Source: an optimization exercise on an open RTL-to-GDS flow (aim: small area, a short achievable clock period and few clock cycles per item). Production flows keep margins and buffers that such runs may drop. Function was not checked in any run shown here: the RTL went through the layout flow alone.

## flow/design.v (module list and top-level ports; edited modules follow where they fit)
// module apbRegs: 65 lines
// module frameSequencer: 112 lines
// module chromaUpsampler: 55 lines
// module chromaFilter: 511 lines
// module colourConverter: 2941 lines
// module rgbWriter: 44 lines
// module colourTop: 98 lines
module colourTop (
	input logic CLOCK_50_I,
	input logic resetn,
	input logic [3:0] paddr,
	input logic psel,
	input logic penable,
	input logic pwrite,
	input logic [31:0] pwdata,
	output logic [31:0] prdata,
	output logic pready,
	output logic pslverr,
	output logic memRdEn,
	output colourPkg::addr_t memRdAddr,
	input colourPkg::word_t memRdData,
	output logic memWrEn,
	output colourPkg::addr_t memWrAddr,
	output colourPkg::word_t memWrData
);
  // ...
==> flow/run.sh <==
#!/bin/bash
# synth_recipe.tcl (not shown) runs the flow's synth.tcl, then flattens the netlist and writes it again
# the make line also repeats each setting of config.mk as NAME=value (left out here)
make -C /OpenROAD-flow-scripts/flow DESIGN_CONFIG=/design/flow/config.mk WORK_HOME=/design/flow/orfs CLKGATE_MAP_FILE= SYNTH_SCRIPT=/design/flow/synth_recipe.tcl finish
==> flow/config.mk <==
export PLATFORM = sky130hd
export DESIGN_NAME = colourTop
export DESIGN_NICKNAME = colourTop
export VERILOG_FILES = /design/flow/design.v
export SDC_FILE = /design/flow/constraint.sdc
export NUM_CORES = 4
export LEC_CHECK = 0
export CAP_MARGIN = 20
export CORE_MARGIN = 2
export CORE_UTILIZATION = 40
export PLACE_DENSITY = 0.6
export SETUP_SLACK_MARGIN = 5.0
export SLEW_MARGIN = 20
==> flow/constraint.sdc <==
create_clock -name core_clock -period 9.0 [get_ports {CLOCK_50_I}]
set_input_delay 1.8000 -clock core_clock [delete_from_list [all_inputs] [get_ports {CLOCK_50_I}]]
set_output_delay 1.8000 -clock core_clock [all_outputs]
set_load 0.01 [all_outputs]
==> results.ini, run 1 <==
[setup_path]
cpLargestDelayFamily=adder cells
path_class=register to register
path_cells=inv_4 -> ha_4 -> fa_1 -> fa_1 -> fa_1 -> inv_1 -> fa_1 -> inv_2 -> ha_4 -> nand2_2 -> a21oi_2 -> nand2b_4 -> o2111ai_4 -> a21boi_4 -> o41ai_4 -> o21ba_4 -> ha_4 -> a21oi_4 -> mux2_4
r2r_start=ups.p[8]

[layout]
multi_input_comb_cells=1525
final_cell_mix=374 x inv_1, 244 x ha_1, 203 x fa_1, 189 x dfxtp_1, 154 x edfxtp_1
fillers=5668
multi_input_area_um2=14900
seq_share_pct=31.5

[synthesis]
yosysUniqueCellTypes=78
netlist.area_leader.share_pct=18.2
syn_avg_cell_area_um2=10.7

[timing]
setup_slack_ns=4.20
finClkSkew_ns=0.0150
setup_tns_ns=0
max-slew-margin-rel_pct=29.6
rsz0062_at_grt=yes
min_period_ns=4.80
fmax_mhz=208

[status]
outcome=timing/DRC/antenna clean

[min_path]
holdPathEnd=writer.memWrEn

[drt]
vias=17200
drt-met1-wl_um=28300

[floorplanning]
start_util_pct=40.3
fp.dieW_um=256
die-area_um2=65500

[placement]
gp_congestion=0.878

[global_route]
grt_use_met1_pct=25.1

==> module frameSequencer, before the edit <==
module frameSequencer (
	input logic CLOCK_50_I,
	input logic resetn,
	input logic start,
	output logic [2:0] ph,              
	output logic memRdEn,
	output colourPkg::addr_t memRdAddr,
	output logic rxLoad,                
	output logic rxFirst,
	output logic rxClamp,
	output logic rxOdd,
	output logic wrValid,
	output logic rowDone,
	output logic frameDone
);
	localparam int PairsPerRow = 160;
	localparam int Pairs = 38400;
	localparam int UBase = 38400;
	localparam int VBase = 57600;
	logic run;
	logic pro;                          
	logic [7:0] k;                      
	logic [15:0] yAddr;                 
	logic [14:0] cIdx;                  
	logic slotEnd;
	logic lastSlot;
	logic rowLast;
	logic clampK;
	logic incC;
	logic uvRead;
	logic rxValid, rxRowLast, rxFrameLast;
	logic wrRowLast, wrFrameLast;
	logic lastValid, lastRowLast, lastFrameLast;
	colourPkg::addr_t rdAddrNext;
	logic rdEnNext;
	logic [14:0] cIdxNext;
	assign slotEnd = ph[2];
	assign lastSlot = yAddr == 16'(Pairs - 1);
	assign rowLast = k == 8'(PairsPerRow - 1);
	assign clampK = k >= 8'(PairsPerRow - 3);
	assign incC = (~k[0] & (k <= 8'(PairsPerRow - 6) | k == 8'(PairsPerRow - 2))) | rowLast;
	assign uvRead = ~(clampK & ~rowLast) & ~lastSlot;
	assign cIdxNext = start ? 15'd0 : (slotEnd & run & incC) ? cIdx + 15'd1 : cIdx;
	always_comb begin
		if (start) begin
			rdAddrNext = colourPkg::addr_t'(UBase);
			rdEnNext = 1'b1;
		end else if (ph[2]) begin
			rdAddrNext = colourPkg::addr_t'(UBase) + colourPkg::addr_t'(cIdxNext);
			rdEnNext = run & ~(lastSlot & ~pro);
		end else if (ph[0]) begin
			rdAddrNext = colourPkg::addr_t'(VBase) + colourPkg::addr_t'(cIdx);
			rdEnNext = run & (pro | uvRead);
		end else begin
			rdAddrNext = colourPkg::addr_t'(yAddr);
			rdEnNext = run & ~pro;
		end
	end
	always_ff @(posedge CLOCK_50_I or negedge resetn) begin
		if (!resetn) begin
			ph <= 3'b001;
			run <= 1'b0;
			pro <= 1'b0;
			rxValid <= 1'b0;
			wrValid <= 1'b0;
			lastValid <= 1'b0;
			memRdEn <= 1'b0;
		end else begin
			ph <= {ph[1:0], ph[2]};
			memRdEn <= rdEnNext;
			if (slotEnd) begin
				rxValid <= run & ~pro;
				wrValid <= rxValid;
				lastValid <= wrValid;
				pro <= 1'b0;
				if (lastSlot & ~pro)
					run <= 1'b0;
			end
			if (start) begin
				ph <= 3'b001;
				run <= 1'b1;
				pro <= 1'b1;
			end
		end
	end
	always_ff @(posedge CLOCK_50_I) begin
		memRdAddr <= rdAddrNext;
		cIdx <= cIdxNext;
		if (slotEnd) begin
			if (run & ~pro) begin
				k <= rowLast ? 8'd0 : k + 8'd1;
				yAddr <= yAddr + 16'd1;
			end
			rxLoad <= pro | rowLast;
			rxFirst <= ~pro & (k == 8'd0);
			rxClamp <= clampK;
			rxOdd <= k[0];
			rxRowLast <= rowLast;
			rxFrameLast <= lastSlot;
			wrRowLast <= rxRowLast;
			wrFrameLast <= rxFrameLast;
			lastRowLast <= wrRowLast;
			lastFrameLast <= wrFrameLast;
		end
		if (start) begin
			k <= 8'd0;
			yAddr <= 16'd0;
		end
	end
	assign rowDone = lastValid & lastRowLast & ph[0];
	assign frameDone = lastValid & lastFrameLast & ph[0];
endmodule
==> module chromaUpsampler, before the edit <==
module chromaUpsampler (
	input logic CLOCK_50_I,
	input logic [2:0] ph,
	input colourPkg::word_t word,       
	input logic load,
	input logic first,
	input logic clamp,
	input logic odd,
	output colourPkg::sample_t cu,
	output colourPkg::sample_t cv
);
	colourPkg::sample_t a [5];          
	colourPkg::sample_t b [5];
	colourPkg::sample_t t [6];
	logic [8:0] p, q, r;
	colourPkg::sample_t f;
	colourPkg::sample_t uOdd;
	always_comb begin
		t[0] = a[0];
		t[1] = a[1];
		t[2] = a[2];
		t[3] = a[3];
		t[4] = first ? word[15:8] : a[4];
		t[5] = clamp ? a[4] : (odd ? word[15:8] : word[7:0]);
	end
	always_ff @(posedge CLOCK_50_I) begin
		if (!ph[2]) begin
			for (int i = 0; i < 5; i++)
				a[i] <= b[i];
			if (load) begin
				b[0] <= word[15:8];
				b[1] <= word[15:8];
				b[2] <= word[15:8];
				b[3] <= word[7:0];
			end else begin
				for (int i = 0; i < 4; i++)
					b[i] <= t[i+1];
			end
			b[4] <= t[5];
		end
		p <= {1'b0, t[0]} + {1'b0, t[5]};
		q <= {1'b0, t[2]} + {1'b0, t[3]};
		r <= {1'b0, t[1]} + {1'b0, t[4]};
		if (ph[1])
			uOdd <= f;
		cu <= ph[2] ? uOdd : a[2];
		cv <= ph[2] ? f : b[2];
	end
	chromaFilter filt (
		.p(p),
		.q(q),
		.r(r),
		.f(f)
	);
endmodule
==> module chromaFilter, before the edit <==
module chromaFilter (
	input logic [8:0] p,       
	input logic [8:0] q,       
	input logic [8:0] r,       
	output colourPkg::sample_t f
);
	logic [17:0] acc;
	logic f_1;
	logic f_2;
	logic f_3;
	logic f_4;
	logic f_5;
	logic f_6;
	logic f_7;
	logic f_8;
	logic f_9;
	logic f_10;
	logic f_11;
	logic f_12;
	logic f_13;
	logic f_14;
	logic f_15;
	logic f_16;
	logic f_17;
	logic f_18;
	logic f_19;
	logic f_20;
	logic f_21;
	logic f_22;
	logic f_23;
	logic f_24;
	logic f_25;
	logic f_26;
	logic f_27;
	logic f_28;
	logic f_29;
	logic f_30;
	logic f_31;
	logic f_32;
	logic f_33;
	logic f_34;
	logic f_35;
	logic f_36;
	logic f_37;
	logic f_38;
	logic f_39;
	logic f_40;
	logic f_41;
	logic f_42;
	logic f_43;
	logic f_44;
	logic f_45;
	logic f_46;
	logic f_47;
	logic f_48;
	logic f_49;
	logic f_50;
	logic f_51;
	logic f_52;
	logic f_53;
	logic f_54;
	logic f_55;
	logic f_56;
	logic f_57;
	logic f_58;
	logic f_59;
	logic f_60;
	logic f_61;
	logic f_62;
	logic f_63;
	logic f_64;
	logic f_65;
	logic f_66;
	logic f_67;
	logic f_68;
	logic f_69;
	logic f_70;
	logic f_71;
	logic f_72;
	logic f_73;
	logic f_74;
	logic f_75;
	logic f_76;
	logic f_77;
	logic f_78;
	logic f_79;
	logic f_80;
	logic f_81;
	logic f_82;
	logic f_83;
	logic f_84;
	logic f_85;
	logic f_86;
	logic f_87;
	logic f_88;
	logic f_89;
	logic f_90;
	logic f_91;
	logic f_92;
	logic f_93;
	logic f_94;
	logic f_95;
	logic f_96;
	logic f_97;
	logic f_98;
	logic f_99;
	logic f_100;
	logic f_101;
	logic f_102;
	logic f_103;
	logic f_104;
	logic f_105;
	logic f_106;
	logic f_107;
	logic f_108;
	logic f_109;
	logic f_110;
	logic f_111;
	logic f_112;
	logic f_113;
	logic f_114;
	logic f_115;
	logic f_116;
	logic f_117;
	logic f_118;
	logic f_119;
	logic f_120;
	logic f_121;
	logic f_122;
	logic f_123;
	logic f_124;
	logic f_125;
	logic f_126;
	logic f_127;
	logic f_128;
	logic f_129;
	logic f_130;
	logic f_131;
	logic f_132;
	logic f_133;
	logic f_134;
	logic f_135;
	logic f_136;
	logic f_137;
	logic f_138;
	logic f_139;
	logic f_140;
	logic f_141;
	logic f_142;
	logic f_143;
	logic f_144;
	logic f_145;
	logic f_146;
	logic f_147;
	logic f_148;
	logic f_149;
	logic f_150;
	logic f_151;
	logic f_152;
	logic f_153;
	logic f_154;
	logic f_155;
	logic f_156;
	logic f_157;
	logic f_158;
	logic f_159;
	logic f_160;
	logic f_161;
	logic f_162;
	logic f_163;
	logic f_164;
	logic f_165;
	logic f_166;
	logic f_167;
	logic f_168;
	logic f_169;
	logic f_170;
	logic f_171;
	logic f_172;
	logic f_173;
	logic f_174;
	logic f_175;
	logic f_176;
	logic f_177;
	logic f_178;
	logic f_179;
	logic f_180;
	logic f_181;
	logic f_182;
	logic f_183;
	logic f_184;
	logic f_185;
	logic f_186;
	logic f_187;
	logic f_188;
	logic f_189;
	logic f_190;
	logic f_191;
	logic f_192;
	logic f_193;
	logic f_194;
	logic f_195;
	logic f_196;
	logic f_197;
	logic f_198;
	logic f_199;
	logic f_200;
	logic f_201;
	logic f_202;
	logic f_203;
	logic f_204;
	logic f_205;
	logic f_206;
	logic f_207;
	logic f_208;
	logic f_209;
	logic f_210;
	logic f_211;
	logic f_212;
	logic f_213;
	logic f_214;
	logic f_215;
	logic f_216;
	logic f_217;
	logic f_218;
	logic f_219;
	logic f_220;
	logic f_221;
	logic f_222;
	logic f_223;
	logic f_224;
	logic f_225;
	logic f_226;
	logic f_227;
	logic f_228;
	logic f_229;
	logic f_230;
	logic f_231;
	logic f_232;
	logic f_233;
	logic f_234;
	logic f_235;
	logic f_236;
	logic f_237;
	logic f_238;
	logic f_239;
	logic f_240;
	logic f_241;
	logic f_242;
	logic f_243;
	logic f_244;
	logic f_245;
	logic f_246;
	assign f_1 = ~p[7];
	assign f_2 = p[7];
	assign f_3 = p[8] ^ p[6];
	assign f_4 = p[8] & p[6];
	assign f_5 = p[5] ^ p[3];
	assign f_6 = p[5] & p[3];
	assign f_7 = ~(p[6] ^ p[4]);
	assign f_8 = p[6] | p[4];
	assign f_9 = p[2] ^ ~q[6] ^ q[1];
	assign f_10 = (p[2] & ~q[6]) | (p[2] & q[1]) | (~q[6] & q[1]);
	assign f_11 = p[5] ^ p[3] ^ ~q[7];
	assign f_12 = (p[5] & p[3]) | (p[5] & ~q[7]) | (p[3] & ~q[7]);
	assign f_13 = q[2] ^ q[0] ^ ~r[5];
	assign f_14 = (q[2] & q[0]) | (q[2] & ~r[5]) | (q[0] & ~r[5]);
	assign f_15 = r[3] ^ ~r[1];
	assign f_16 = r[3] & ~r[1];
	assign f_17 = p[4] ^ ~q[8] ^ q[3];
	assign f_18 = (p[4] & ~q[8]) | (p[4] & q[3]) | (~q[8] & q[3]);
	assign f_19 = q[1] ^ ~r[6] ^ r[4];
	assign f_20 = (q[1] & ~r[6]) | (q[1] & r[4]) | (~r[6] & r[4]);
	assign f_21 = ~r[2] ^ f_3 ^ f_2;
	assign f_22 = (~r[2] & f_3) | (~r[2] & f_2) | (f_3 & f_2);
	assign f_23 = ~(p[7] ^ p[5]);
	assign f_24 = p[7] | p[5];
	assign f_25 = q[4] ^ q[2] ^ ~r[7];
	assign f_26 = (q[4] & q[2]) | (q[4] & ~r[7]) | (q[2] & ~r[7]);
	assign f_27 = r[5] ^ ~r[3] ^ f_4;
	assign f_28 = (r[5] & ~r[3]) | (r[5] & f_4) | (~r[3] & f_4);
	assign f_29 = ~(p[8] ^ p[6]);
	assign f_30 = p[8] | p[6];
	assign f_31 = q[5] ^ q[3] ^ ~r[8];
	assign f_32 = (q[5] & q[3]) | (q[5] & ~r[8]) | (q[3] & ~r[8]);
	assign f_33 = r[6] ^ ~r[4];
	assign f_34 = r[6] & ~r[4];
	assign f_35 = p[7] ^ q[6] ^ q[4];
	assign f_36 = (p[7] & q[6]) | (p[7] & q[4]) | (q[6] & q[4]);
	assign f_37 = ~p[8];
	assign f_38 = p[8];
	assign f_39 = ~p[2];
	assign f_40 = p[2];
	assign f_41 = p[3] ^ p[1];
	assign f_42 = p[3] & p[1];
	assign f_43 = p[4] ^ p[2] ^ p[0];
	assign f_44 = (p[4] & p[2]) | (p[4] & p[0]) | (p[2] & p[0]);
	assign f_45 = ~q[4] ^ ~r[2];
	assign f_46 = ~q[4] & ~r[2];
	assign f_47 = p[1] ^ ~q[5] ^ q[0];
	assign f_48 = (p[1] & ~q[5]) | (p[1] & q[0]) | (~q[5] & q[0]);
	assign f_49 = ~r[3] ^ r[1] ^ f_5;
	assign f_50 = (~r[3] & r[1]) | (~r[3] & f_5) | (r[1] & f_5);
	assign f_51 = ~r[4] ^ r[2] ^ ~r[0];
	assign f_52 = (~r[4] & r[2]) | (~r[4] & ~r[0]) | (r[2] & ~r[0]);
	assign f_53 = f_7 ^ f_9 ^ f_6;
	assign f_54 = (f_7 & f_9) | (f_7 & f_6) | (f_9 & f_6);
	assign f_55 = f_1 ^ f_11 ^ f_13;
	assign f_56 = (f_1 & f_11) | (f_1 & f_13) | (f_11 & f_13);
	assign f_57 = f_15 ^ f_8 ^ f_10;
	assign f_58 = (f_15 & f_8) | (f_15 & f_10) | (f_8 & f_10);
	assign f_59 = f_17 ^ f_19 ^ f_21;
	assign f_60 = (f_17 & f_19) | (f_17 & f_21) | (f_19 & f_21);
	assign f_61 = f_12 ^ f_14 ^ f_16;
	assign f_62 = (f_12 & f_14) | (f_12 & f_16) | (f_14 & f_16);
	assign f_63 = f_23 ^ f_25 ^ f_27;
	assign f_64 = (f_23 & f_25) | (f_23 & f_27) | (f_25 & f_27);
	assign f_65 = f_18 ^ f_20 ^ f_22;
	assign f_66 = (f_18 & f_20) | (f_18 & f_22) | (f_20 & f_22);
	assign f_67 = f_29 ^ f_31 ^ f_33;
	assign f_68 = (f_29 & f_31) | (f_29 & f_33) | (f_31 & f_33);
	assign f_69 = f_24 ^ f_26 ^ f_28;
	assign f_70 = (f_24 & f_26) | (f_24 & f_28) | (f_26 & f_28);
	assign f_71 = r[7] ^ ~r[5] ^ f_35;
	assign f_72 = (r[7] & ~r[5]) | (r[7] & f_35) | (~r[5] & f_35);
	assign f_73 = f_30 ^ f_32 ^ f_34;
	assign f_74 = (f_30 & f_32) | (f_30 & f_34) | (f_32 & f_34);
	assign f_75 = q[7] ^ q[5] ^ r[8];
	assign f_76 = (q[7] & q[5]) | (q[7] & r[8]) | (q[5] & r[8]);
	assign f_77 = ~r[6] ^ f_37 ^ f_36;
	assign f_78 = (~r[6] & f_37) | (~r[6] & f_36) | (f_37 & f_36);
	assign f_79 = ~(q[8] ^ q[6]);
	assign f_80 = q[8] | q[6];
	assign f_81 = ~r[7] ^ f_38;
	assign f_82 = ~r[7] & f_38;
	assign f_83 = ~q[7];
	assign f_84 = q[7];
	assign f_85 = p[0] ^ ~q[2];
	assign f_86 = p[0] & ~q[2];
	assign f_87 = ~q[3] ^ ~r[1] ^ f_41;
	assign f_88 = (~q[3] & ~r[1]) | (~q[3] & f_41) | (~r[1] & f_41);
	assign f_89 = r[0] ^ f_43 ^ f_45;
	assign f_90 = (r[0] & f_43) | (r[0] & f_45) | (f_43 & f_45);
	assign f_91 = f_47 ^ f_49 ^ f_44;
	assign f_92 = (f_47 & f_49) | (f_47 & f_44) | (f_49 & f_44);
	assign f_93 = f_51 ^ f_53 ^ f_48;
	assign f_94 = (f_51 & f_53) | (f_51 & f_48) | (f_53 & f_48);
	assign f_95 = f_55 ^ f_57 ^ f_52;
	assign f_96 = (f_55 & f_57) | (f_55 & f_52) | (f_57 & f_52);
	assign f_97 = f_59 ^ f_61 ^ f_56;
	assign f_98 = (f_59 & f_61) | (f_59 & f_56) | (f_61 & f_56);
	assign f_99 = f_63 ^ f_65 ^ f_60;
	assign f_100 = (f_63 & f_65) | (f_63 & f_60) | (f_65 & f_60);
	assign f_101 = f_67 ^ f_69 ^ f_64;
	assign f_102 = (f_67 & f_69) | (f_67 & f_64) | (f_69 & f_64);
	assign f_103 = f_71 ^ f_73 ^ f_68;
	assign f_104 = (f_71 & f_73) | (f_71 & f_68) | (f_73 & f_68);
	assign f_105 = f_75 ^ f_77 ^ f_72;
	assign f_106 = (f_75 & f_77) | (f_75 & f_72) | (f_77 & f_72);
	assign f_107 = f_79 ^ f_81 ^ f_76;
	assign f_108 = (f_79 & f_81) | (f_79 & f_76) | (f_81 & f_76);
	assign f_109 = ~r[8] ^ f_83 ^ f_80;
	assign f_110 = (~r[8] & f_83) | (~r[8] & f_80) | (f_83 & f_80);
	assign f_111 = ~p[0];
	assign f_112 = p[0];
	assign f_113 = p[1] ^ ~q[1];
	assign f_114 = p[1] & ~q[1];
	assign f_115 = ~r[0] ^ f_39 ^ f_85;
	assign f_116 = (~r[0] & f_39) | (~r[0] & f_85) | (f_39 & f_85);
	assign f_117 = f_40 ^ f_87 ^ f_86;
	assign f_118 = (f_40 & f_87) | (f_40 & f_86) | (f_87 & f_86);
	assign f_119 = f_42 ^ f_89 ^ f_88;
	assign f_120 = (f_42 & f_89) | (f_42 & f_88) | (f_89 & f_88);
	assign f_121 = f_46 ^ f_91 ^ f_90;
	assign f_122 = (f_46 & f_91) | (f_46 & f_90) | (f_91 & f_90);
	assign f_123 = f_50 ^ f_93 ^ f_92;
	assign f_124 = (f_50 & f_93) | (f_50 & f_92) | (f_93 & f_92);
	assign f_125 = f_54 ^ f_95 ^ f_94;
	assign f_126 = (f_54 & f_95) | (f_54 & f_94) | (f_95 & f_94);
	assign f_127 = f_58 ^ f_97 ^ f_96;
	assign f_128 = (f_58 & f_97) | (f_58 & f_96) | (f_97 & f_96);
	assign f_129 = f_62 ^ f_99 ^ f_98;
	assign f_130 = (f_62 & f_99) | (f_62 & f_98) | (f_99 & f_98);
	assign f_131 = f_66 ^ f_101 ^ f_100;
	assign f_132 = (f_66 & f_101) | (f_66 & f_100) | (f_101 & f_100);
	assign f_133 = f_70 ^ f_103 ^ f_102;
	assign f_134 = (f_70 & f_103) | (f_70 & f_102) | (f_103 & f_102);
	assign f_135 = f_74 ^ f_105 ^ f_104;
	assign f_136 = (f_74 & f_105) | (f_74 & f_104) | (f_105 & f_104);
	assign f_137 = f_78 ^ f_107 ^ f_106;
	assign f_138 = (f_78 & f_107) | (f_78 & f_106) | (f_107 & f_106);
	assign f_139 = f_82 ^ f_109 ^ f_108;
	assign f_140 = (f_82 & f_109) | (f_82 & f_108) | (f_109 & f_108);
	assign f_141 = q[8] ^ f_84 ^ f_110;
	assign f_142 = (q[8] & f_84) | (q[8] & f_110) | (f_84 & f_110);
	assign f_143 = ~q[0] & f_111;
	assign f_144 = ~q[0] ^ f_111;
	assign f_145 = f_113 & f_112;
	assign f_146 = f_113 ^ f_112;
	assign f_147 = f_115 & f_114;
	assign f_148 = f_115 ^ f_114;
	assign f_149 = f_117 & f_116;
	assign f_150 = f_117 ^ f_116;
	assign f_151 = f_119 & f_118;
	assign f_152 = f_119 ^ f_118;
	assign f_153 = f_121 & f_120;
	assign f_154 = f_121 ^ f_120;
	assign f_155 = f_123 & f_122;
	assign f_156 = f_123 ^ f_122;
	assign f_157 = f_125 & f_124;
	assign f_158 = f_125 ^ f_124;
	assign f_159 = f_127 & f_126;
	assign f_160 = f_127 ^ f_126;
	assign f_161 = f_129 & f_128;
	assign f_162 = f_129 ^ f_128;
	assign f_163 = f_131 & f_130;
	assign f_164 = f_131 ^ f_130;
	assign f_165 = f_133 & f_132;
	assign f_166 = f_133 ^ f_132;
	assign f_167 = f_135 & f_134;
	assign f_168 = f_135 ^ f_134;
	assign f_169 = f_137 & f_136;
	assign f_170 = f_137 ^ f_136;
	assign f_171 = f_139 & f_138;
	assign f_172 = f_139 ^ f_138;
	assign f_173 = f_141 & f_140;
	assign f_174 = f_141 ^ f_140;
	assign f_175 = 1'b1 & f_142;
	assign f_176 = 1'b1 ^ f_142;
	assign f_177 = f_145 | (f_146 & f_143);
	assign f_178 = f_146 & f_144;
	assign f_179 = f_149 | (f_150 & f_147);
	assign f_180 = f_150 & f_148;
	assign f_181 = f_153 | (f_154 & f_151);
	assign f_182 = f_154 & f_152;
	assign f_183 = f_157 | (f_158 & f_155);
	assign f_184 = f_158 & f_156;
	assign f_185 = f_161 | (f_162 & f_159);
	assign f_186 = f_162 & f_160;
	assign f_187 = f_165 | (f_166 & f_163);
	assign f_188 = f_166 & f_164;
	assign f_189 = f_169 | (f_170 & f_167);
	assign f_190 = f_170 & f_168;
	assign f_191 = f_173 | (f_174 & f_171);
	assign f_192 = f_174 & f_172;
	assign f_193 = 1'b1 & f_175;
	assign f_194 = 1'b1 & f_176;
	assign f_195 = f_147 | (f_148 & f_177);
	assign f_196 = f_148 & f_178;
	assign f_197 = f_179 | (f_180 & f_177);
	assign f_198 = f_180 & f_178;
	assign f_199 = f_155 | (f_156 & f_181);
	assign f_200 = f_156 & f_182;
	assign f_201 = f_183 | (f_184 & f_181);
	assign f_202 = f_184 & f_182;
	assign f_203 = f_163 | (f_164 & f_185);
	assign f_204 = f_164 & f_186;
	assign f_205 = f_187 | (f_188 & f_185);
	assign f_206 = f_188 & f_186;
	assign f_207 = f_171 | (f_172 & f_189);
	assign f_208 = f_172 & f_190;
	assign f_209 = f_191 | (f_192 & f_189);
	assign f_210 = f_192 & f_190;
	assign f_211 = f_151 | (f_152 & f_197);
	assign f_212 = f_152 & f_198;
	assign f_213 = f_181 | (f_182 & f_197);
	assign f_214 = f_182 & f_198;
	assign f_215 = f_199 | (f_200 & f_197);
	assign f_216 = f_200 & f_198;
	assign f_217 = f_201 | (f_202 & f_197);
	assign f_218 = f_202 & f_198;
	assign f_219 = f_167 | (f_168 & f_205);
	assign f_220 = f_168 & f_206;
	assign f_221 = f_189 | (f_190 & f_205);
	assign f_222 = f_190 & f_206;
	assign f_223 = f_207 | (f_208 & f_205);
	assign f_224 = f_208 & f_206;
	assign f_225 = f_209 | (f_210 & f_205);
	assign f_226 = f_210 & f_206;
	assign f_227 = f_159 | (f_160 & f_217);
	assign f_228 = f_160 & f_218;
	assign f_229 = f_185 | (f_186 & f_217);
	assign f_230 = f_186 & f_218;
	assign f_231 = f_203 | (f_204 & f_217);
	assign f_232 = f_204 & f_218;
	assign f_233 = f_205 | (f_206 & f_217);
	assign f_234 = f_206 & f_218;
	assign f_235 = f_219 | (f_220 & f_217);
	assign f_236 = f_220 & f_218;
	assign f_237 = f_221 | (f_222 & f_217);
	assign f_238 = f_222 & f_218;
	assign f_239 = f_223 | (f_224 & f_217);
	assign f_240 = f_224 & f_218;
	assign f_241 = f_225 | (f_226 & f_217);
	assign f_242 = f_226 & f_218;
	assign f_243 = f_175 | (f_176 & f_241);
	assign f_244 = f_176 & f_242;
	assign f_245 = f_193 | (f_194 & f_241);
	assign f_246 = f_194 & f_242;
	assign acc[8] = f_160 ^ f_217;
	assign acc[9] = f_162 ^ f_227;
	assign acc[10] = f_164 ^ f_229;
	assign acc[11] = f_166 ^ f_231;
	assign acc[12] = f_168 ^ f_233;
	assign acc[13] = f_170 ^ f_235;
	assign acc[14] = f_172 ^ f_237;
	assign acc[15] = f_174 ^ f_239;
	assign acc[16] = f_176 ^ f_241;
	assign acc[17] = 1'b1 ^ f_243;
	assign f = acc[17] ? 8'd0 : (acc[16] ? 8'd255 : acc[15:8]);
endmodule
==> module rgbWriter, before the edit <==
module rgbWriter (
	input logic CLOCK_50_I,
	input logic resetn,
	input logic start,
	input logic [2:0] ph,
	input logic wrValid,
	input colourPkg::sample_t r,        
	input colourPkg::sample_t g,
	input colourPkg::sample_t b,
	output logic memWrEn,
	output colourPkg::addr_t memWrAddr,
	output colourPkg::word_t memWrData      
);
	localparam int FirstAddr = 76800 - 10;
	colourPkg::sample_t r0, g0, b0;     
	colourPkg::sample_t r1, g1, b1;     
	always_ff @(posedge CLOCK_50_I or negedge resetn) begin
		if (!resetn)
			memWrEn <= 1'b0;
		else
			memWrEn <= wrValid;
	end
	always_ff @(posedge CLOCK_50_I) begin
		if (ph[2]) begin
			r0 <= r;
			g0 <= g;
			b0 <= b;
		end
		if (ph[1]) begin
			r1 <= r;
			g1 <= g;
			b1 <= b;
		end
		memWrAddr <= start ? colourPkg::addr_t'(FirstAddr) : memWrAddr + 1'b1;
	end
	always_comb begin
		if (ph[1])
			memWrData = {r0, g0};
		else if (ph[2])
			memWrData = {b0, r1};
		else
			memWrData = {g1, b1};
	end
endmodule
==> module colourTop, before the edit <==
module colourTop (
	input logic CLOCK_50_I,
	input logic resetn,
	input logic [3:0] paddr,
	input logic psel,
	input logic penable,
	input logic pwrite,
	input logic [31:0] pwdata,
	output logic [31:0] prdata,
	output logic pready,
	output logic pslverr,
	output logic memRdEn,
	output colourPkg::addr_t memRdAddr,
	input colourPkg::word_t memRdData,
	output logic memWrEn,
	output colourPkg::addr_t memWrAddr,
	output colourPkg::word_t memWrData
);
	logic start;
	logic busy;
	logic [2:0] ph;
	logic rxLoad, rxFirst, rxClamp, rxOdd;
	logic wrValid, rowDone, frameDone;
	colourPkg::word_t rdWord;
	colourPkg::sample_t yOddHeld;
	colourPkg::sample_t pixY, pixU, pixV;
	colourPkg::sample_t pixR, pixG, pixB;
	apbRegs regs (
		.CLOCK_50_I(CLOCK_50_I),
		.resetn(resetn),
		.paddr(paddr),
		.psel(psel),
		.penable(penable),
		.pwrite(pwrite),
		.pwdata(pwdata),
		.prdata(prdata),
		.pready(pready),
		.pslverr(pslverr),
		.start(start),
		.frameDone(frameDone),
		.rowDone(rowDone),
		.busy(busy)
	);
	frameSequencer seq (
		.CLOCK_50_I(CLOCK_50_I),
		.resetn(resetn),
		.start(start),
		.ph(ph),
		.memRdEn(memRdEn),
		.memRdAddr(memRdAddr),
		.rxLoad(rxLoad),
		.rxFirst(rxFirst),
		.rxClamp(rxClamp),
		.rxOdd(rxOdd),
		.wrValid(wrValid),
		.rowDone(rowDone),
		.frameDone(frameDone)
	);
	always_ff @(posedge CLOCK_50_I) begin
		rdWord <= memRdData;
		if (ph[1])
			yOddHeld <= memRdData[7:0];
		pixY <= ph[1] ? memRdData[15:8] : yOddHeld;
	end
	chromaUpsampler ups (
		.CLOCK_50_I(CLOCK_50_I),
		.ph(ph),
		.word(rdWord),
		.load(rxLoad),
		.first(rxFirst),
		.clamp(rxClamp),
		.odd(rxOdd),
		.cu(pixU),
		.cv(pixV)
	);
	colourConverter csc (
		.CLOCK_50_I(CLOCK_50_I),
		.cu(pixU),
		.cv(pixV),
		.y(pixY),
		.r(pixR),
		.g(pixG),
		.b(pixB)
	);
	rgbWriter writer (
		.CLOCK_50_I(CLOCK_50_I),
		.resetn(resetn),
		.start(start),
		.ph(ph),
		.wrValid(wrValid),
		.r(pixR),
		.g(pixG),
		.b(pixB),
		.memWrEn(memWrEn),
		.memWrAddr(memWrAddr),
		.memWrData(memWrData)
	);
endmodule
==> run 2: changes to the inputs <==
--- a/flow/design.v
+++ b/flow/design.v
@@ -92,6 +92,7 @@
 	output logic rxClamp,
 	output logic rxOdd,
 	output logic wrValid,
+	output logic lastValid,
 	output logic rowDone,
 	output logic frameDone
 );
@@ -112,7 +113,7 @@
 	logic uvRead;
 	logic rxValid, rxRowLast, rxFrameLast;
 	logic wrRowLast, wrFrameLast;
-	logic lastValid, lastRowLast, lastFrameLast;
+	logic lastRowLast, lastFrameLast;
 	colourPkg::addr_t rdAddrNext;
 	logic rdEnNext;
 	logic [14:0] cIdxNext;
@@ -189,8 +190,8 @@
 			yAddr <= 16'd0;
 		end
 	end
-	assign rowDone = lastValid & lastRowLast & ph[0];
-	assign frameDone = lastValid & lastFrameLast & ph[0];
+	assign rowDone = lastValid & lastRowLast & ph[1];
+	assign frameDone = lastValid & lastFrameLast & ph[1];
 endmodule
 `default_nettype wire
 `timescale 1ns/1ps
@@ -238,12 +239,13 @@
 		p <= {1'b0, t[0]} + {1'b0, t[5]};
 		q <= {1'b0, t[2]} + {1'b0, t[3]};
 		r <= {1'b0, t[1]} + {1'b0, t[4]};
-		if (ph[1])
+		if (ph[2])
 			uOdd <= f;
-		cu <= ph[2] ? uOdd : a[2];
-		cv <= ph[2] ? f : b[2];
+		cu <= ph[1] ? (load ? b[4] : b[1]) : uOdd;
+		cv <= ph[1] ? a[2] : f;
 	end
 	chromaFilter filt (
+		.CLOCK_50_I(CLOCK_50_I),
 		.p(p),
 		.q(q),
 		.r(r),
@@ -251,11 +253,13 @@
 	);
 endmodule
 module chromaFilter (
+	input logic CLOCK_50_I,
 	input logic [8:0] p,       
 	input logic [8:0] q,       
 	input logic [8:0] r,       
 	output colourPkg::sample_t f
 );
+	logic [17:0] rowA, rowB, rowANext, rowBNext;
 	logic [17:0] acc;
 	logic f_1;
 	logic f_2;
@@ -645,40 +649,46 @@
 	assign f_140 = (f_82 & f_109) | (f_82 & f_108) | (f_109 & f_108);
 	assign f_141 = q[8] ^ f_84 ^ f_110;
 	assign f_142 = (q[8] & f_84) | (q[8] & f_110) | (f_84 & f_110);
-	assign f_143 = ~q[0] & f_111;
-	assign f_144 = ~q[0] ^ f_111;
-	assign f_145 = f_113 & f_112;
-	assign f_146 = f_113 ^ f_112;
-	assign f_147 = f_115 & f_114;
-	assign f_148 = f_115 ^ f_114;
-	assign f_149 = f_117 & f_116;
-	assign f_150 = f_117 ^ f_116;
-	assign f_151 = f_119 & f_118;
-	assign f_152 = f_119 ^ f_118;
-	assign f_153 = f_121 & f_120;
-	assign f_154 = f_121 ^ f_120;
-	assign f_155 = f_123 & f_122;
-	assign f_156 = f_123 ^ f_122;
-	assign f_157 = f_125 & f_124;
-	assign f_158 = f_125 ^ f_124;
-	assign f_159 = f_127 & f_126;
-	assign f_160 = f_127 ^ f_126;
-	assign f_161 = f_129 & f_128;
-	assign f_162 = f_129 ^ f_128;
-	assign f_163 = f_131 & f_130;
-	assign f_164 = f_131 ^ f_130;
-	assign f_165 = f_133 & f_132;
-	assign f_166 = f_133 ^ f_132;
-	assign f_167 = f_135 & f_134;
-	assign f_168 = f_135 ^ f_134;
-	assign f_169 = f_137 & f_136;
-	assign f_170 = f_137 ^ f_136;
-	assign f_171 = f_139 & f_138;
-	assign f_172 = f_139 ^ f_138;
-	assign f_173 = f_141 & f_140;
-	assign f_174 = f_141 ^ f_140;
-	assign f_175 = 1'b1 & f_142;
-	assign f_176 = 1'b1 ^ f_142;
+	assign rowANext = {1'b1, 1'b1, f_141, f_139, f_137, f_135, f_133, f_131, f_129, f_127, f_125, f_123, f_121, f_119, f_117, f_115, f_113, ~q[0]};
+	assign rowBNext = {1'b0, f_142, f_140, f_138, f_136, f_134, f_132, f_130, f_128, f_126, f_124, f_122, f_120, f_118, f_116, f_114, f_112, f_111};
+	always_ff @(posedge CLOCK_50_I) begin
+		rowA <= rowANext;
+		rowB <= rowBNext;
+	end
+	assign f_143 = rowA[0] & rowB[0];
+	assign f_144 = rowA[0] ^ rowB[0];
+	assign f_145 = rowA[1] & rowB[1];
+	assign f_146 = rowA[1] ^ rowB[1];
+	assign f_147 = rowA[2] & rowB[2];
+	assign f_148 = rowA[2] ^ rowB[2];
+	assign f_149 = rowA[3] & rowB[3];
+	assign f_150 = rowA[3] ^ rowB[3];
+	assign f_151 = rowA[4] & rowB[4];
+	assign f_152 = rowA[4] ^ rowB[4];
+	assign f_153 = rowA[5] & rowB[5];
+	assign f_154 = rowA[5] ^ rowB[5];
+	assign f_155 = rowA[6] & rowB[6];
+	assign f_156 = rowA[6] ^ rowB[6];
+	assign f_157 = rowA[7] & rowB[7];
+	assign f_158 = rowA[7] ^ rowB[7];
+	assign f_159 = rowA[8] & rowB[8];
+	assign f_160 = rowA[8] ^ rowB[8];
+	assign f_161 = rowA[9] & rowB[9];
+	assign f_162 = rowA[9] ^ rowB[9];
+	assign f_163 = rowA[10] & rowB[10];
+	assign f_164 = rowA[10] ^ rowB[10];
+	assign f_165 = rowA[11] & rowB[11];
+	assign f_166 = rowA[11] ^ rowB[11];
+	assign f_167 = rowA[12] & rowB[12];
+	assign f_168 = rowA[12] ^ rowB[12];
+	assign f_169 = rowA[13] & rowB[13];
+	assign f_170 = rowA[13] ^ rowB[13];
+	assign f_171 = rowA[14] & rowB[14];
+	assign f_172 = rowA[14] ^ rowB[14];
+	assign f_173 = rowA[15] & rowB[15];
+	assign f_174 = rowA[15] ^ rowB[15];
+	assign f_175 = 1'b1 & rowB[16];
+	assign f_176 = 1'b1 ^ rowB[16];
 	assign f_177 = f_145 | (f_146 & f_143);
 	assign f_178 = f_146 & f_144;
 	assign f_179 = f_149 | (f_150 & f_147);
@@ -3714,6 +3724,7 @@
 	input logic start,
 	input logic [2:0] ph,
 	input logic wrValid,
+	input logic lastValid,
 	input colourPkg::sample_t r,        
 	input colourPkg::sample_t g,
 	input colourPkg::sample_t b,
@@ -3721,22 +3732,22 @@
 	output colourPkg::addr_t memWrAddr,
 	output colourPkg::word_t memWrData      
 );
-	localparam int FirstAddr = 76800 - 10;
+	localparam int FirstAddr = 76800 - 11;
 	colourPkg::sample_t r0, g0, b0;     
 	colourPkg::sample_t r1, g1, b1;     
 	always_ff @(posedge CLOCK_50_I or negedge resetn) begin
 		if (!resetn)
 			memWrEn <= 1'b0;
 		else
-			memWrEn <= wrValid;
+			memWrEn <= ph[0] ? lastValid : wrValid;
 	end
 	always_ff @(posedge CLOCK_50_I) begin
-		if (ph[2]) begin
+		if (ph[0]) begin
 			r0 <= r;
 			g0 <= g;
 			b0 <= b;
 		end
-		if (ph[1]) begin
+		if (ph[2]) begin
 			r1 <= r;
 			g1 <= g;
 			b1 <= b;
@@ -3744,9 +3755,9 @@
 		memWrAddr <= start ? colourPkg::addr_t'(FirstAddr) : memWrAddr + 1'b1;
 	end
 	always_comb begin
-		if (ph[1])
+		if (ph[2])
 			memWrData = {r0, g0};
-		else if (ph[2])
+		else if (ph[0])
 			memWrData = {b0, r1};
 		else
 			memWrData = {g1, b1};
@@ -3777,7 +3788,7 @@
 	logic busy;
 	logic [2:0] ph;
 	logic rxLoad, rxFirst, rxClamp, rxOdd;
-	logic wrValid, rowDone, frameDone;
+	logic wrValid, lastValid, rowDone, frameDone;
 	colourPkg::word_t rdWord;
 	colourPkg::sample_t yOddHeld;
 	colourPkg::sample_t pixY, pixU, pixV;
@@ -3810,14 +3821,15 @@
 		.rxClamp(rxClamp),
 		.rxOdd(rxOdd),
 		.wrValid(wrValid),
+		.lastValid(lastValid),
 		.rowDone(rowDone),
 		.frameDone(frameDone)
 	);
 	always_ff @(posedge CLOCK_50_I) begin
 		rdWord <= memRdData;
-		if (ph[1])
-			yOddHeld <= memRdData[7:0];
-		pixY <= ph[1] ? memRdData[15:8] : yOddHeld;
+		if (ph[2])
+			yOddHeld <= rdWord[7:0];
+		pixY <= ph[2] ? rdWord[15:8] : yOddHeld;
 	end
 	chromaUpsampler ups (
 		.CLOCK_50_I(CLOCK_50_I),
@@ -3845,6 +3857,7 @@
 		.start(start),
 		.ph(ph),
 		.wrValid(wrValid),
+		.lastValid(lastValid),
 		.r(pixR),
 		.g(pixG),
 		.b(pixB),
--- a/flow/config.mk
+++ b/flow/config.mk
@@ -9,5 +9,5 @@
 export CORE_MARGIN = 2
 export CORE_UTILIZATION = 40
 export PLACE_DENSITY = 0.6
-export SETUP_SLACK_MARGIN = 5.0
+export SETUP_SLACK_MARGIN = 4.5
 export SLEW_MARGIN = 20
==> results.ini, run 2 <==
[min_path]
min_from=ups.b[0][6]
hold_class=register to register
holdPathStages=0
holdPathEnd=ups.a[0][6]

[synthesis]
netlist.area_leader.share_pct=19.2  ; +1.0 points
synth-edff-count=154
yosysSeqAreaShare_pct=38.9
synthSimpleGateAreaFrac_pct=7.82
synth_xor_area_share_pct=5.58
synthTopCellsByCount=395 x inv_1, 278 x ha_1, 252 x dfxtp_1, 194 x fa_1, 154 x edfxtp_1
synth_cells=2415
synth_top_family_by_area=adder cells
muxShareOfSynthArea_pct=3.27
yosysUniqueCellTypes=76  ; -2.6%
synthTopCellsByArea=dfxtp_1 19%, edfxtp_1 18%, fa_1 15%
syn_avg_cell_area_um2=10.9  ; +1.5%
netlist_area_um2=26200
yosysWarnings=10
synth_area_leader_cell=dfxtp_1
synth-seq-cells=427
synth_compound_area_share_pct=9.08
yosysMostFrequentCell=inv_1
synth_flop_cell=dfxtp_1
async_reset_ff_share_pct=4.92
synthAdderAreaFrac_pct=28.2

[drt]
wl_per_cell_um=16.9
route.detailed.drc=0
drt_iter0_markers=821
firstDrtPassIters=5
wirelength_um=58200
antenna_left=0
avgViaCountPerCell=4.90
vias=16900  ; -1.7%

[setup_path]
cp.required_ns=9.42
cpLargestDelayFamily=compound AO/OA/AOI/OAI gates
r2r_cells=15
worst-path-buf-inv=2
r2r_start=pixY[5]
reg2reg_to=writer.r1[6]
r2r_slack_ns=4.46
crit_arrival_ns=4.97
critPathMaxFanout=8
path_cells=clkinvlp_4 -> ha_4 -> fa_1 -> inv_2 -> fa_1 -> ha_1 -> o21ai_1 -> nor2_1 -> o41a_1 -> a221o_2 -> a211oi_4 -> nor3b_4 -> a2111oi_4 -> a41o_4 -> a21oi_4
endpoint_kind=register
cp_common_cell=fa_1
startpoint_type=register
crit_slowest_cell=fa_1
worst_path_largest_cell_delay_ns=0.55
path_class=register to register

[global_route]
overflow=0
gr-max-usage-layer=met2
grt_pass1_vias=17200
grt_use_met1_pct=23.4  ; -1.6 points
use_met3_pct=2.49
track_usage_pct=17.4
grt_start_max_net_pins=75
grt_pass1_wl_um=92500
grt_util_met2_pct=29.3
antenna_found_initial=0

[timing]
finClkSkew_ns=0.0229  ; +0.00797 ns
rsz0062_at_grt=yes
fin_crit_sh_pct=50.5
min_period_ns=4.54  ; -0.255 ns
drv_slew=0
fmax_mhz=220  ; +5.6%
max-slew-margin-rel_pct=35.0  ; +5.4 points
finalSetupViolations=0
setup_tns_ns=0  ; unchanged
final_hold_viol_count=0
tightest_slew_ns=0.975

[placement]
io_buffers=87
gp_congestion=0.858  ; -2.3%
placed_cells=3320
detailed_place_hpwl_um=43700

[layout]
final_layout_size_suffix_gt1_share_pct=9.58
nets=3081
layout_commonest_cell=inv_1
final_cell_mix=377 x inv_1, 273 x ha_1, 235 x dfxtp_1, 194 x fa_1, 154 x edfxtp_1
fillers=5909  ; +4.3%
top_regs=ups.a (40), ups.b (40), csc.bPart (24)
syn2layout_area_growth_pct=15.2
stdcell_count=3445
num_antenna_cells=0

[floorplanning]
die_h_um=260
row_count=93
core-area_um2=64600
ioPinCount=145
start_util_pct=40.6  ; +0.25 points
fp.dieW_um=260  ; +1.6%
die-area_um2=67600  ; +3.2%

[cts]
clk_path_buf_depth=3
cts_tree=yes
ctsHtreeMaxLevel=2
clk_latency_ns=0.59
cts.clk_slew.worst_paths_ns=0.06
root_buffer=clkbuf_16
numClockSinks=427
numCtsBuffers=47
hold_buffers=0

[status]
outcome=timing/DRC/antenna clean

[flow_run]
max_cap_viol_count=0

run 2: cell count changes after synthesis, moves of 15 or more:
cell / before / now
a21oi_1: 117 / 99
mux2i_1: 29 / 44
nand2_1: 119 / 95
dfxtp_1: 219 / 252
nor2_1: 123 / 141
a21o_1: 24 / 44
o21ai_0: 101 / 76
run 2: what timing repair did:
action	4_1_cts	5_1_grt
setup endpoints to repair	71	59
pin swaps	7	10
setup buffers	26	12
gates resized for setup	39	28
run 2: worst max-delay path by stage:
stage               from       endpoint  slack (ns)  depth (start not counted)
2_1_floorplan    pixY[7]   writer.r0[7]        4.53                         17
3_5_place_dp     pixY[7]   writer.r0[6]        3.50                         17
5_1_grt          pixY[5]   writer.r1[6]        4.30                         15
3_3_place_gp     pixY[7]   writer.r0[6]        3.60                         17
6_report         pixY[5]   writer.r1[6]        4.46                         15
4_1_cts        ups.cv[2]  csc.gPart[24]        4.51                         14
run 2: worst reg2reg max path, delay by kind of cell (launching register included):
family / cells / cell delay, ns
flip-flops: 1 / 0.34
buffers and inverters: 2 / 0.24
adder cells (fa/ha/maj): 4 / 1.66
AO/OA/AOI/OAI: 7 / 1.82
AND/OR/NAND/NOR: 2 / 0.33
run 2: cells by family (layout without fill, tap and decap cells):
group / count (synthesis) / count (layout)
other: 2 / 26
adders and majority gates: 475 / 475
muxes: 81 / 81
AOI/OAI and AO/OA: 366 / 366
DFF: 427 / 427
xor gates and xnor gates: 167 / 167
and+or+nand+nor: 427 / 427
buffers and inverters: 470 / 621
run 2: per-stage QoR:
stage                     area [µm²]  worst slack, ns  hold WS, ns  util, %
final                          30200             4.46        0.416     46.8
after global routing           30200             4.30        0.429     46.8
after CTS                      30000             4.51        0.418     46.4
after detailed placement       28000             3.50        0.405     43.4
after global placement         28000             3.60        0.401     43.4
after floorplan                26300             4.53        0.379        -
run 2: final cells by class:
type	count	area [µm²]	area share, %
tap	855	1070	3.54
inverter	397	1560	5.15
timing repair buffer	137	1280	4.24
clock inverter	32	360	1.19
sequential	427	10200	33.9
multi-input combinational	1542	14400	47.8
clock buffer	55	1270	4.20
run 2: per-layer routing:
layer,routed length (µm),up-vias
met1,26800,8286
li1,-,8259
met5,0,-
met4,1390,0
met2,27900,266
met3,2120,79

[separate check: timing with driven ports]
In the flow no input, the clock included, has a driving cell. The finished layouts below were timed again as built, in two steps.
Step 1, drivers: a clkbuf_16 drives CLOCK_50_I and a buf_2 each remaining input, both assumed.
Step 2 times the ports against the registers' clock, not the clock port: input delays grow and output delays shrink by t, the midpoint of the rising clock arrivals with the driver on.
Slacks: ideal ports / drivers / drivers and shift; pairs: ideal ports / drivers.
run	t, ns	setup WS [ns]	worst setup path after step 2	slew at the worst register clock pin (ns)	worst slew at a driven data input, ns
run 1	0.624	4.202 / 4.202 / 4.202	register to register	0.06 / 0.06	0.05
run 2	0.644	4.458 / 4.458 / 4.372	input to register	0.07 / 0.07	0.04
After both steps every run listed still meets setup and hold. The setup slack of run 2, which loses most, moves by 0.000 ns with the drivers and by -0.086 ns with both steps.
